What follows belongs to an exercise in optimizing a design on an open flow for small area, a short achievable clock period and few clock cycles; a production flow would make more cautious choices. Only simulation tests tie the RTL to the original design; equivalence was not proved. Power figures rest on the tool's default switching activity, not on a simulated workload.

==> inputs of amber <==
// automaton_top
module automaton_top (
  input  logic                     clk,
  input  logic                     rst,
  input  logic                     cyc,
  input  logic                     stb,
  input  logic                     we,
  input  automaton_pkg::wb_adr_t   adr,
  input  automaton_pkg::wb_data_t  dat_w,
  output automaton_pkg::wb_data_t  dat_r,
  output logic                     ack,
  output logic                     report
);
make LEC_CHECK=0 CAP_MARGIN=20 CORE_MARGIN=2 CORE_UTILIZATION=40 CTS_CLUSTER_DIAMETER=60 CTS_CLUSTER_SIZE=30 SETUP_SLACK_MARGIN=2.3 SLEW_MARGIN=20 SYNTH_HIERARCHICAL=1 finish   # period 5.0 ns
run.sh (not shown) runs the stock make flow with config.mk's settings and CLKGATE_MAP_FILE= SYNTH_SCRIPT=/design/flow/synth_recipe.tcl, a recipe that flattens the netlist after the stock synthesis.
==> tundra (differences from amber) <==
--- a/flow/design.v
+++ b/flow/design.v
@@ -9,26 +9,39 @@
   typedef enum logic {
     BUS_IDLE,
     BUS_ACK
   } bus_state_t;
 endpackage
 `default_nettype wire
 `default_nettype none
-module rd_z1 (
-  input  logic [3:0] a,
+module rd_nor2 (
+  input  logic [1:0] a,
   output logic       y
 );
   assign y = ~|a;
 endmodule
-module rd_z2 (
-  input  logic       a9,
-  input  logic [2:0] a,
+module rd_nor2b (
+  input  logic a9,
+  input  logic a2,
+  output logic y
+);
+  assign y = a9 & ~a2;
+endmodule
+module rd_nand2 (
+  input  logic [1:0] a,
+  output logic       y
+);
+  assign y = ~&a;
+endmodule
+module rd_nor3 (
+  input  logic [1:0] m_n,
+  input  logic       t_n,
   output logic       y
 );
-  assign y = a9 && ~|a;
+  assign y = ~(|m_n | t_n);
 endmodule
 module rd_sa (
   input  logic [1:0] a,
   output logic       y
 );
   assign y = (a == 2'(10'h201));
 endmodule
@@ -50,22 +63,14 @@
 module rd_t_cnt (
   input  logic sc,
   input  logic cnt,
   output logic y_n
 );
   assign y_n = ~(sc & cnt);
 endmodule
-module rd_and3b (
-  input  logic a_n,
-  input  logic b,
-  input  logic c,
-  output logic y
-);
-  assign y = ~a_n & b & c;
-endmodule
 module wb_config_port (
   input  logic                          cyc,
   input  logic                          stb,
   input  logic                          we,
   input  automaton_pkg::wb_adr_t        adr,
   output automaton_pkg::wb_data_t       dat_r,
   output logic                          ack,
@@ -87,25 +92,29 @@
   logic [3:0] sel_cnt;
   for (genvar c = 0; c < 4; c++) begin : g_sel
     rd_sa u_sa (.a (adr[1:0]), .y (sel_act[c]));
     rd_sc u_sc (.a (adr[1:0]), .y (sel_cnt[c]));
   end
   for (genvar b = 0; b < 32; b++) begin : g_rd
     if (b < 16) begin : g_reg
-      logic z1;
-      logic z2;
-      logic t_n;
-      rd_z1 u_z1 (.a (adr[8:5]), .y (z1));
-      rd_z2 u_z2 (.a9 (adr[9]), .a (adr[4:2]), .y (z2));
+      logic [3:0] n;     
+      logic [1:0] m_n;
+      logic       t_n;
+      rd_nor2  u_n0 (.a (adr[8:7]), .y (n[0]));
+      rd_nor2  u_n1 (.a (adr[6:5]), .y (n[1]));
+      rd_nor2  u_n2 (.a (adr[4:3]), .y (n[2]));
+      rd_nor2b u_n3 (.a9 (adr[9]), .a2 (adr[2]), .y (n[3]));
+      rd_nand2 u_m0 (.a (n[1:0]), .y (m_n[0]));
+      rd_nand2 u_m1 (.a (n[3:2]), .y (m_n[1]));
       if (b < 8) begin : g_both
         rd_t u_t (.sa (sel_act[b / 4]), .act (active[b]), .sc (sel_cnt[b / 4]), .cnt (report_count[b]), .y_n (t_n));
       end else begin : g_cnt
         rd_t_cnt u_t (.sc (sel_cnt[b / 4]), .cnt (report_count[b]), .y_n (t_n));
       end
-      rd_and3b u_y (.a_n (t_n), .b (z1), .c (z2), .y (dat_r[b]));
+      rd_nor3 u_y (.m_n (m_n), .t_n (t_n), .y (dat_r[b]));
     end else begin : g_zero
       assign dat_r[b] = 1'b0;
     end
   end
 endmodule
 `default_nettype wire
 `default_nettype none
@@ -124,20 +133,41 @@
 endmodule
 module lk_nand2 (
   input  logic [1:0] a,
   output logic       y
 );
   assign y = ~&a;
 endmodule
+module lk_a22oi (
+  input  logic a1,
+  input  logic a2,
+  input  logic b1,
+  input  logic b2,
+  output logic y
+);
+  assign y = ~((a1 & a2) | (b1 & b2));
+endmodule
+module lk_nand4 (
+  input  logic [3:0] a,
+  output logic       y
+);
+  assign y = ~&a;
+endmodule
 module lk_hisel (
   input  logic [7:0] word,
   input  logic [7:0] hi,
-  output logic       y
+  output logic [1:0] y
 );
-  assign y = |(word & hi);
+  logic [3:0] p_n;
+  for (genvar m = 0; m < 4; m++) begin : g_p
+    lk_a22oi u (.a1 (word[2*m]), .a2 (hi[2*m]), .b1 (word[2*m+1]), .b2 (hi[2*m+1]), .y (p_n[m]));
+  end
+  for (genvar c = 0; c < 2; c++) begin : g_y
+    lk_nand4 u (.a (p_n), .y (y[c]));
+  end
 endmodule
 module lk_nand2p (
   input  logic a,
   input  logic b,
   output logic y
 );
   assign y = ~(a & b);
@@ -183,15 +213,15 @@
   input  logic                     rst,
   input  logic                     sel,        
   input  logic [9:0]               ofs_oh,     
   input  automaton_pkg::wb_data_t  wdata,      
   input  logic [4:0]               sym_lo,     
   input  logic [4:0]               sym_lo_n,   
   input  logic [7:0]               hi_oh,      
-  output logic                     class_bit,
+  output logic [1:0]               class_bit,   
   output automaton_pkg::ste_vec_t  succ,
   output logic                     start,
   output logic                     rep
 );
   automaton_pkg::wb_data_t class_q [8];   
   logic [255:0]            class_flat;
   for (genvar k = 0; k < 8; k++) begin : g_word
@@ -220,21 +250,51 @@
     lk_nor2  u_hi (.a (grp[4*k + 2 +: 2]), .y (half_n[2*k+1]));
     lk_nand2 u    (.a (half_n[2*k +: 2]),  .y (word[k]));
   end
   lk_hisel u_hi (.word (word), .hi (hi_oh), .y (class_bit));
 endmodule
 `default_nettype wire
 `default_nettype none
+module rt_a22oi (
+  input  logic a1,
+  input  logic a2,
+  input  logic b1,
+  input  logic b2,
+  output logic y
+);
+  assign y = ~((a1 & a2) | (b1 & b2));
+endmodule
+module rt_a221oi (
+  input  logic a1,
+  input  logic a2,
+  input  logic b1,
+  input  logic b2,
+  input  logic c1,
+  output logic y
+);
+  assign y = ~((a1 & a2) | (b1 & b2) | c1);
+endmodule
+module rt_nand4 (
+  input  logic [3:0] a,
+  output logic       y
+);
+  assign y = ~&a;
+endmodule
 module rt_sel8 (
   input  logic [7:0] cls,
   input  logic [7:0] g,
   input  logic       h,
   output logic       y
 );
-  assign y = |(cls & g) | h;
+  logic [3:0] p_n;
+  for (genvar m = 0; m < 3; m++) begin : g_p
+    rt_a22oi u (.a1 (cls[2*m]), .a2 (g[2*m]), .b1 (cls[2*m+1]), .b2 (g[2*m+1]), .y (p_n[m]));
+  end
+  rt_a221oi u_p3 (.a1 (cls[6]), .a2 (g[6]), .b1 (cls[7]), .b2 (g[7]), .c1 (h), .y (p_n[3]));
+  rt_nand4 u_y (.a (p_n), .y (y));
 endmodule
 module rt_flag (
   input  logic clk,
   input  logic d,
   output logic q
 );
   always_ff @(posedge clk) q <= d;
@@ -246,15 +306,16 @@
   assign y = a + 16'd1;
 endmodule
 module activation_router (
   input  logic                          clk,
   input  logic                          rst,
   input  logic                          step,
   input  logic                          clear,
-  input  automaton_pkg::ste_vec_t       class_bits,   
+  input  automaton_pkg::ste_vec_t       class_bits_a,   
+  input  automaton_pkg::ste_vec_t       class_bits_b,   
   input  logic [8*8-1:0]      succ,         
   input  automaton_pkg::ste_vec_t       start,
   input  automaton_pkg::ste_vec_t       rep,
   output automaton_pkg::ste_vec_t       active,
   output automaton_pkg::report_count_t  report_count,
   output logic                          report
 );
@@ -273,21 +334,21 @@
   assign hit_g   = en & rep;
   for (genvar j = 0; j < 8; j++) begin : g_next
     automaton_pkg::ste_vec_t g;   
     for (genvar i = 0; i < 8; i++) begin : g_src
       assign g[i] = en[i] & succ[i*8 + j];
     end
     rt_sel8 u_sel (
-      .cls (class_bits),
+      .cls (j < 8 / 2 ? class_bits_a : class_bits_b),
       .g   (g),
       .h   (!kill && !step && active[j]),
       .y   (active_d[j])
     );
   end
-  rt_sel8 u_hit (.cls (class_bits), .g (hit_g), .h (1'b0), .y (report_d));
+  rt_sel8 u_hit (.cls (class_bits_b), .g (hit_g), .h (1'b0), .y (report_d));
   rt_inc16 u_inc (.a (inc_q), .y (inc_next));
   logic [1:0] report_sel;
   for (genvar c = 0; c < 2; c++) begin : g_rsel
     rt_flag u (.clk (clk), .d (report_d), .q (report_sel[c]));
   end
   for (genvar k = 0; k < 16; k++) begin : g_rc
     assign report_count[k] = report_sel[k / 8] ? inc_q[k] : count_q[k];
@@ -319,15 +380,16 @@
   output logic                     report
 );
   logic                         cfg_we;
   logic                         step;
   logic                         clear;
   automaton_pkg::wb_data_t      wdata;
   logic [7:0]                   hi_oh;
-  automaton_pkg::ste_vec_t      class_bits;
+    automaton_pkg::ste_vec_t      class_bits_a;
+  automaton_pkg::ste_vec_t      class_bits_b;
   logic [8*8-1:0]     succ;             
   automaton_pkg::ste_vec_t      start;
   automaton_pkg::ste_vec_t      rep;
   automaton_pkg::ste_vec_t      active;
   automaton_pkg::report_count_t report_count;
   wb_config_port port_i (
     .cyc          (cyc),
@@ -362,26 +424,27 @@
       .rst       (rst),
       .sel       (ste_sel[g]),
       .ofs_oh    (ofs_oh),
       .wdata     (wdata),
       .sym_lo    (dat_w[4:0]),
       .sym_lo_n  (~dat_w[4:0]),
       .hi_oh     (hi_oh),
-      .class_bit (class_bits[g]),
+      .class_bit ({class_bits_b[g], class_bits_a[g]}),
       .succ      (succ[g*8 +: 8]),
       .start     (start[g]),
       .rep       (rep[g])
     );
   end
   activation_router router_i (
     .clk        (clk),
     .rst        (rst),
     .step       (step),
     .clear      (clear),
-    .class_bits (class_bits),
+    .class_bits_a (class_bits_a),
+    .class_bits_b (class_bits_b),
     .succ       (succ),
     .start      (start),
     .rep        (rep),
     .active       (active),
     .report_count (report_count),
     .report     (report)
   );
--- a/flow/config.mk
+++ b/flow/config.mk
@@ -6,10 +6,11 @@
 export NUM_CORES = 4
 export LEC_CHECK = 0
 export CAP_MARGIN = 20
 export CORE_MARGIN = 2
 export CORE_UTILIZATION = 40
 export CTS_CLUSTER_DIAMETER = 60
 export CTS_CLUSTER_SIZE = 30
-export SETUP_SLACK_MARGIN = 2.3
+export PLACE_DENSITY = 0.75
+export SETUP_SLACK_MARGIN = 2.0
 export SLEW_MARGIN = 20
 export SYNTH_HIERARCHICAL = 1
==> results.txt <==
Between tundra and amber, the lower critical path depth is in amber (gap 7).
In sequential power, amber and tundra hardly differ.
Of tundra and amber, amber has the higher global-route usage (gap 3.1 points).
Utilization: tundra is lower than amber (2.6 points).
In tundra the final cell count is lower than in amber, by 2.4%.
Sequential share of layout area: amber is lower than tundra (3.5 points).
Against amber, the combinational power of tundra is lower by about 15%.
==> figures <==
item                                                            amber      tundra
Run status                                   timing/DRC/antenna clean  timing/DRC/antenna clean
Wire length of the first global-routing pass                   341 mm      309 mm
Average instance area after synthesis                        17.7 µm²    17.5 µm²
Core area                                                   0.202 mm²   0.202 mm²
Sw frac                                                         24.9%       23.7%
Post-synthesis simple-gate area fraction                        7.45%       7.60%
Reg-to-reg setup timing slack                                 2.44 ns     2.55 ns
Adder-cell area share of the yosys netlist                    0.0155%     0.0154%
Final min period                                              3.20 ns     3.06 ns
Filler cell count                                               16.4k       16.4k
Critical path capture point type                          output port   flip-flop
Share of the final layout cell area in multi-input gates        20.3%       19.8%
Number of nets at the end of the flow                            5165        5006
Crit. Startpoint                                               adr[4]    dat_w[1]
Area of all placed cells without fillers                   0.0978 mm²  0.0929 mm²
Vias post-DR                                                    49.4k       47.8k
Testbench counts of amber, summed over its fixed seeds: cycles 32,648.
Testbench counts of tundra, summed over its fixed seeds: cycles 32,648.

-- port drivers added, routing unchanged --
In the flow no input, the clock included, has a driving cell. The finished layouts below were timed again as built, in two steps. Step 1 (the two cells are an assumption about what drives the block):
set clk [get_ports {clk}]
set_driving_cell -lib_cell sky130_fd_sc_hd__clkbuf_16 $clk
set_driving_cell -lib_cell sky130_fd_sc_hd__buf_2 [delete_from_list [all_inputs] $clk]
Step 2 times the ports against the registers' clock, not the clock port: input delays grow and output delays shrink by t, the midpoint of the rising clock arrivals with the driver on. Slacks: no drivers / after step 1 / after step 2; pairs: no drivers / after step 1.
| run | shift t [ns] | slack for setup (ns) | latest minus earliest clock arrival (ns) | pins driven straight from the clock port |
|---|---|---|---|---|
| amber | 0.919 | 1.800 / 1.734 / 1.060 | 0.057 / 0.057 | 1 |
| tundra | 0.848 | 1.936 / 1.961 / 1.121 | 0.107 / 0.107 | 1 |
After both steps setup and hold are still met in every run listed. For tundra, which loses most, drivers alone change the setup slack by +0.025 ns; drivers and shift together by -0.815 ns.
